Source: an optimization exercise on an open RTL-to-GDS flow (aim: small area). Production flows keep margins and buffers that such runs may drop. Function was checked by simulation only, so behaviour that the tests miss may differ from the original.

--- design.v ---
module sprite_compositor #(
  parameter int unsigned         NUM_OBJ  = 4,
  parameter int unsigned         COORD_W  = 10,
  parameter int unsigned         COLOR_W  = 24,
  parameter logic [COLOR_W-1:0]  BG_COLOR = '0
) (
  input  logic                         clk_i,
  input  logic                         reset_i,
  input  logic [COORD_W-1:0]           pixel_x_i,
  input  logic [COORD_W-1:0]           pixel_y_i,
  input  logic                         display_enable_i,
  input  logic                         frame_start_i,
  input  logic                         color_mode_i,
  input  logic [NUM_OBJ*COORD_W-1:0]   obj_x_i,
  input  logic [NUM_OBJ*COORD_W-1:0]   obj_y_i,
  input  logic [NUM_OBJ*COORD_W-1:0]   obj_w_i,
  input  logic [NUM_OBJ*COORD_W-1:0]   obj_h_i,
  input  logic [NUM_OBJ-1:0]           obj_circle_i,
  input  logic [NUM_OBJ*COLOR_W-1:0]   obj_color_i,
  input  logic [NUM_OBJ-1:0]           obj_en_i,
  output logic [COLOR_W-1:0]           rgb_o,
  output logic                         rgb_valid_o,
  output logic [NUM_OBJ-1:0]           hit_o,
  output logic [NUM_OBJ-1:0]           overlap_flags_o
);
  localparam int unsigned RW = COORD_W - 1;    
  logic [NUM_OBJ*COORD_W-1:0] sh_x_q, sh_y_q, sh_w_q, sh_h_q;
  logic [NUM_OBJ-1:0]         sh_circle_q, sh_en_q;
  logic [NUM_OBJ*COLOR_W-1:0] sh_color_q;
  always_ff @(posedge clk_i or posedge reset_i) begin
    if (reset_i)             sh_en_q <= '0;
    else if (frame_start_i)  sh_en_q <= obj_en_i;
  end
  always_ff @(posedge clk_i) begin
    if (frame_start_i) begin
      sh_x_q      <= obj_x_i;
      sh_y_q      <= obj_y_i;
      sh_w_q      <= obj_w_i;
      sh_h_q      <= obj_h_i;
      sh_circle_q <= obj_circle_i;
      sh_color_q  <= obj_color_i;
    end
  end
  logic [NUM_OBJ-1:0] hit_d;
  always_comb begin
    for (int unsigned i = 0; i < NUM_OBJ; i++) begin
      logic [COORD_W:0]   ux, uy;       
      logic [COORD_W-1:0] w, h;
      logic [RW-1:0]      r;
      logic [COORD_W:0]   tx, ty;       
      logic [COORD_W-1:0] ax, ay;       
      logic [2*RW:0]      dsq;
      logic [2*RW-1:0]    rsq;
      logic               in_box, rect, circ;
      ux = {1'b0, pixel_x_i} - {1'b0, sh_x_q[i*COORD_W +: COORD_W]};
      uy = {1'b0, pixel_y_i} - {1'b0, sh_y_q[i*COORD_W +: COORD_W]};
      w  = sh_w_q[i*COORD_W +: COORD_W];
      h  = sh_h_q[i*COORD_W +: COORD_W];
      r  = w[COORD_W-1:1];
      in_box = !ux[COORD_W] && !uy[COORD_W];
      rect   = (ux[COORD_W-1:0] < w) && (uy[COORD_W-1:0] < h);
      tx = {1'b0, ux[COORD_W-1:0]} - {2'b0, r};
      ty = {1'b0, uy[COORD_W-1:0]} - {2'b0, r};
      ax = tx[COORD_W] ? COORD_W'(-tx) : tx[COORD_W-1:0];
      ay = ty[COORD_W] ? COORD_W'(-ty) : ty[COORD_W-1:0];
      dsq = (2*RW+1)'(ax[RW-1:0] * ax[RW-1:0]) + (2*RW+1)'(ay[RW-1:0] * ay[RW-1:0]);
      rsq = r * r;
      circ = !ax[RW] && !ay[RW] && (dsq <= (2*RW+1)'(rsq));
      hit_d[i] = sh_en_q[i] && in_box && (sh_circle_q[i] ? circ : rect);
    end
  end
  logic [COLOR_W-1:0] rgb_d;
  always_comb begin
    if (color_mode_i) begin
      rgb_d = BG_COLOR;
      for (int i = NUM_OBJ - 1; i >= 0; i--)
        if (hit_d[i]) rgb_d = sh_color_q[i*COLOR_W +: COLOR_W];
    end else begin
      rgb_d = (|hit_d) ? '0 : '1;
    end
  end
  logic               v1_q, v2_q;
  logic [COLOR_W-1:0] rgb1_q, rgb2_q;
  logic [NUM_OBJ-1:0] hit1_q, hit2_q;
  always_ff @(posedge clk_i or posedge reset_i) begin
    if (reset_i) begin
      v1_q <= 1'b0;
      v2_q <= 1'b0;
    end else begin
      v1_q <= display_enable_i;
      v2_q <= v1_q;
    end
  end
  always_ff @(posedge clk_i) begin
    rgb1_q <= rgb_d;
    hit1_q <= hit_d;
    rgb2_q <= rgb1_q;
    hit2_q <= hit1_q;
  end
  logic [COLOR_W-1:0] rgb_q;
  logic [NUM_OBJ-1:0] hit_q;
  logic               valid_q;
  always_ff @(posedge clk_i or posedge reset_i) begin
    if (reset_i) begin
      rgb_q   <= '0;
      valid_q <= 1'b0;
      hit_q   <= '0;
    end else begin
      rgb_q   <= v2_q ? rgb2_q : '0;
      valid_q <= v2_q;
      hit_q   <= v2_q ? hit2_q : '0;
    end
  end
  logic [NUM_OBJ-1:0] upd_d, acc_q, ovl_q;
  always_comb begin
    for (int unsigned i = 0; i < NUM_OBJ; i++)
      upd_d[i] = hit_q[i] && |(hit_q & ~(NUM_OBJ'(1) << i));
  end
  always_ff @(posedge clk_i or posedge reset_i) begin
    if (reset_i) begin
      acc_q <= '0;
      ovl_q <= '0;
    end else if (frame_start_i) begin
      ovl_q <= acc_q | upd_d;
      acc_q <= '0;
    end else begin
      acc_q <= acc_q | upd_d;
    end
  end
  assign rgb_o           = rgb_q;
  assign rgb_valid_o     = valid_q;
  assign hit_o           = hit_q;
  assign overlap_flags_o = ovl_q;
endmodule
--- run.sh ---
#!/bin/bash
# synth_recipe.tcl (not shown) runs the flow's synth.tcl, then flattens the netlist and writes it again
# the make line also repeats each setting of config.mk as NAME=value (left out here)
make -C /OpenROAD-flow-scripts/flow DESIGN_CONFIG=/design/flow/config.mk WORK_HOME=/design/flow/orfs CLKGATE_MAP_FILE= SYNTH_SCRIPT=/design/flow/synth_recipe.tcl finish
--- config.mk ---
export PLATFORM = sky130hd
export DESIGN_NAME = sprite_compositor
export DESIGN_NICKNAME = sprite_compositor
export VERILOG_FILES = /design/flow/design.v
export SDC_FILE = /design/flow/constraint.sdc
export NUM_CORES = 4
export LEC_CHECK = 0
export CAP_MARGIN = 20
export CORE_MARGIN = 2
export CORE_UTILIZATION = 40
export SLEW_MARGIN = 20
--- constraint.sdc ---
create_clock -name core_clock -period 9.0 [get_ports {clk_i}]
set_input_delay 1.8000 -clock core_clock [delete_from_list [all_inputs] [get_ports {clk_i}]]
set_output_delay 1.8000 -clock core_clock [all_outputs]
set_load 0.01 [all_outputs]
==> notes.md <==
-- state kept, by name, summed over array words and instances (netlist names) --
name and cells:
rgb1_q 24, valid_q 1, sh_en_q 4, hit2_q 4, rgb_q 24, acc_q 4, rgb2_q 24, v1_q 1
sh_h_q 40, hit_q 4, sh_y_q 40, v2_q 1, sh_x_q 40, sh_color_q 96, hit1_q 4, ovl_q 4
sh_w_q 40, sh_circle_q 4
-- cells by family after synthesis --
kind of cell | synth area share
xor gates and xnor gates | 0.05846
buffers and inverters | 0.08671
muxes | 0.004482
adders and majority gates | 0.4159
and+or+nand+nor | 0.1140
DFF | 0.2133
AOI/OAI and AO/OA | 0.1071
-- critical path: cells and delay by family --
kind | cells | cell delay (ns)
adders and majority gates | 11 | 4.32
AOI/OAI and AO/OA | 17 | 2.94
and+or+nand+nor | 8 | 1.82
buffers and inverters | 13 | 1.31
muxes | 2 | 0.49
xor gates and xnor gates | 1 | 0.09
-- repair_timing --
action,in CTS,in global routing
pin swaps,146,186
gates cloned,7,3
endpoints found under the setup margin,28,28
buffers inserted,65,47
gates resized for setup,182,237
-- layer usage --
layer	vias to the layer above	wire, um	GRT usage
met5	-	287	0
met4	46	3609	0.05828
met3	183	8601	0.04807
met2	855	64480	0.3800
met1	18790	62820	0.3123
li1	18880	-	-
-- path summary, 6_finish.rpt --
kind	startpoint	to	slack, ns	cells past startpoint
setup / recovery	pixel_y_i[0]	rgb1_q[12]	-3.33	52
hold reg to reg	rgb1_q[1]	rgb2_q[1]	0.29	0
max in group asynchronous	reset_i	sh_en_q[0]	6.80	3
min in group asynchronous	reset_i	rgb_q[1]	1.68	3
hold / removal	rgb1_q[1]	rgb2_q[1]	0.29	0
setup reg to reg	sh_y_q[21]	rgb1_q[12]	-2.43	50
-- final cells by class --
type	count	area, um2
diodes	4	10.01
clock buffers	52	1109
clock inverters	24	240.2
fillers	10250	51320
inverters	1039	3929
multi-input cells	3441	35660
flip-flops and latches	359	10000
well taps	1524	1907
repair buffers	1414	12030
-- stage by stage --
stage               hold slack [ns]  cells  utilization  cell area [um2]
floorplan                    0.3096   4877            -            48080
global placement             0.3109   7661       0.5214            60590
CTS                          0.2763   7808       0.5454            63380
global route                 0.2797   7854       0.5583            64880
finish                       0.2879   7857       0.5584            64890
detailed placement           0.3121   7661       0.5214            60590
-- layout by cell type (no fill, tap or decap), types with 25 or more instances in the layout --
cell type	count
fa_1	531
nor2_2	35
nand2_1	170
xnor2_1	154
nand3_1	49
buf_4	1029
o211ai_1	30
ha_1	637
inv_2	38
a21oi_1	168
buf_12	33
ha_4	37
nand2b_1	56
or2_2	52
xor2_1	95
o21ai_0	97
inv_1	983
a21oi_2	36
edfxtp_1	260
xnor2_2	29
and2_1	43
buf_6	25
o21bai_1	34
nor2_1	444
dfrtp_1	43
nor3_1	47
dfxtp_1	56
a21o_1	67
nor2b_1	27
clkdlybuf4s50_1	308
clkbuf_16	44
or3_1	33
o21a_1	44
==> metrics.log <==
INFO  metric dieArea = 120000 um2
INFO  metric critical_path.endpoint_type = flip-flop
INFO  metric synth_flop_cell = edfxtp_1
INFO  metric route.vias.total = between 30000 and 40000
INFO  metric timing.final.max_slew_violations = 0
INFO  metric cts_buffers = 41
INFO  metric synth-seq-cells = between 300 and 400
INFO  metric gp_congestion = 0.9118
INFO  metric setup.worst_path.start_class = primary input
INFO  metric hpwl_detailed = approximately 120000 um
INFO  metric top_level_ports = roughly 320
INFO  metric cts.htree.levels = 2
INFO  metric timing.final.hold_violations = 0
INFO  metric critical-path-max-stage-delay = roughly 0.57 ns
INFO  metric tritoncts_num_sinks = ~360
INFO  metric drtIter0Drc = around 2000
INFO  metric global_route.overflow_total = 0
INFO  metric drv.max_cap_violation_count = 0
INFO  metric final-setup-viol-count = 28
INFO  metric timing.final.ws_setup = -3.334 ns
INFO  metric preCtsSetupSlack = -4.541 ns
INFO  metric max_clock_freq = ~81 MHz
INFO  metric cp.required = 9.46 ns
INFO  metric synth-warning-count = 1
INFO  metric grt_pass1_vias = ~40000
INFO  metric relSlewSlack = 0.3400
INFO  metric synth.cells.most_frequent = 1018 x inv_1, 682 x ha_1, 548 x fa_1
INFO  metric critical-path-slowest-cell = fa_1
INFO  metric route.detailed.drc = 0
INFO  metric grt_setup_unrepaired = yes
INFO  metric residual_antenna_violating_net_count_after_detailed_routing = 0
INFO  metric worst_skew_pair.late_latency = approximately 0.65 ns
INFO  metric criticalPathCategory = in -> reg
INFO  metric die_height = ~350 um
INFO  metric synth.lib_cells_used.distinct = 89
INFO  metric finish.net_count = around 8000
INFO  metric rows = around 130
INFO  metric run_status = failed layout checks
INFO  metric worst_setup_hold_path_clk_slew = approximately 0.06 ns
INFO  metric synth_top_area_frac = 0.2339
INFO  metric die_x = 346.4 um
INFO  metric synth-seq-area-share = 0.2133
INFO  metric area_growth_syn_to_layout = 38.37%
INFO  metric initial_core_util = 0.4036
INFO  metric syn_area_per_cell = 9.616 um2
INFO  metric violated_layout_checks = setup timing
INFO  metric fp.coreArea = 116200 um2
INFO  metric detailedRoute.firstPassIterationCount = 7
INFO  metric cts-root-buf = clkbuf_16
INFO  metric worst-slew-pin-transition = 0.9879 ns
INFO  metric synthesis.area = 46900 um2
INFO  metric clock_path_buffers = 3
INFO  metric path_max_fanout = 6
INFO  metric netlist.top_cell.by_area = fa_1
INFO  metric setup_tns = -88.84 ns
INFO  metric ctsHoldBuffers = 0
INFO  metric finClkSkew = 0.06254 ns
INFO  metric postRouteWirelength = 139800 um
INFO  metric finalWorstPathRequiredPeriod = ~12 ns
INFO  metric syn_nets = roughly 6400
INFO  metric number_of_flops_mapped_to_enable_cells_by_yosys = 260
INFO  metric worst_ep_arrival_time = about 13 ns
INFO  metric post_synth_inst_count = slightly below 5000
INFO  metric synth_area_leaders = fa_1 23%, ha_1 18%, edfxtp_1 17%, inv_1 8.1%, nor2_1 4.0%
INFO  metric antenna_found_initial = 25
INFO  metric layout-drive-gt1-share = 0.2664
INFO  metric vias_cell = approximately 4.9
INFO  metric grt_use_total = 0.2319
INFO  metric part_of_the_cycle_the_worst_path_needs = 1.370
INFO  metric synth_most_common_cell = inv_1
INFO  metric grt_max_degree = approximately 100
INFO  metric tritoncts = done
INFO  metric min_path_type = reg -> reg
INFO  metric top_cell_by_count_worst_path = fa_1
INFO  metric wire_per_inst = between 15 and 20 um
INFO  metric io_buffers = ~320
INFO  metric grt_pass1_wl = 218400 um
INFO  metric synth-async-reset-ratio = 0.1198

separate check: timing with driven ports:
In the flow no input, the clock included, has a driving cell. The finished layout below was timed again as built, in two steps. Step 1 (the two cells are an assumption about what drives the block):
set clk [get_ports {clk_i}]
set_driving_cell -lib_cell sky130_fd_sc_hd__clkbuf_16 $clk
set_driving_cell -lib_cell sky130_fd_sc_hd__buf_2 [delete_from_list [all_inputs] $clk]
Step 2 times the ports against the registers' clock, not the clock port: input delays grow and output delays shrink by t, the midpoint of the rising clock arrivals with the driver on. Three values: ideal ports, drivers, drivers and shift; two values: the first two.
t, ns: 0.685
setup slack, ns: -3.334 / -3.315 / -4.000
hold slack, ns: 0.288 / 0.288 / 0.288
worst data-port slew with drivers (ns): 0.16
pins driven straight from the clock port: 1
For this run, drivers alone change the setup slack by +0.019 ns; drivers and shift together by -0.666 ns.
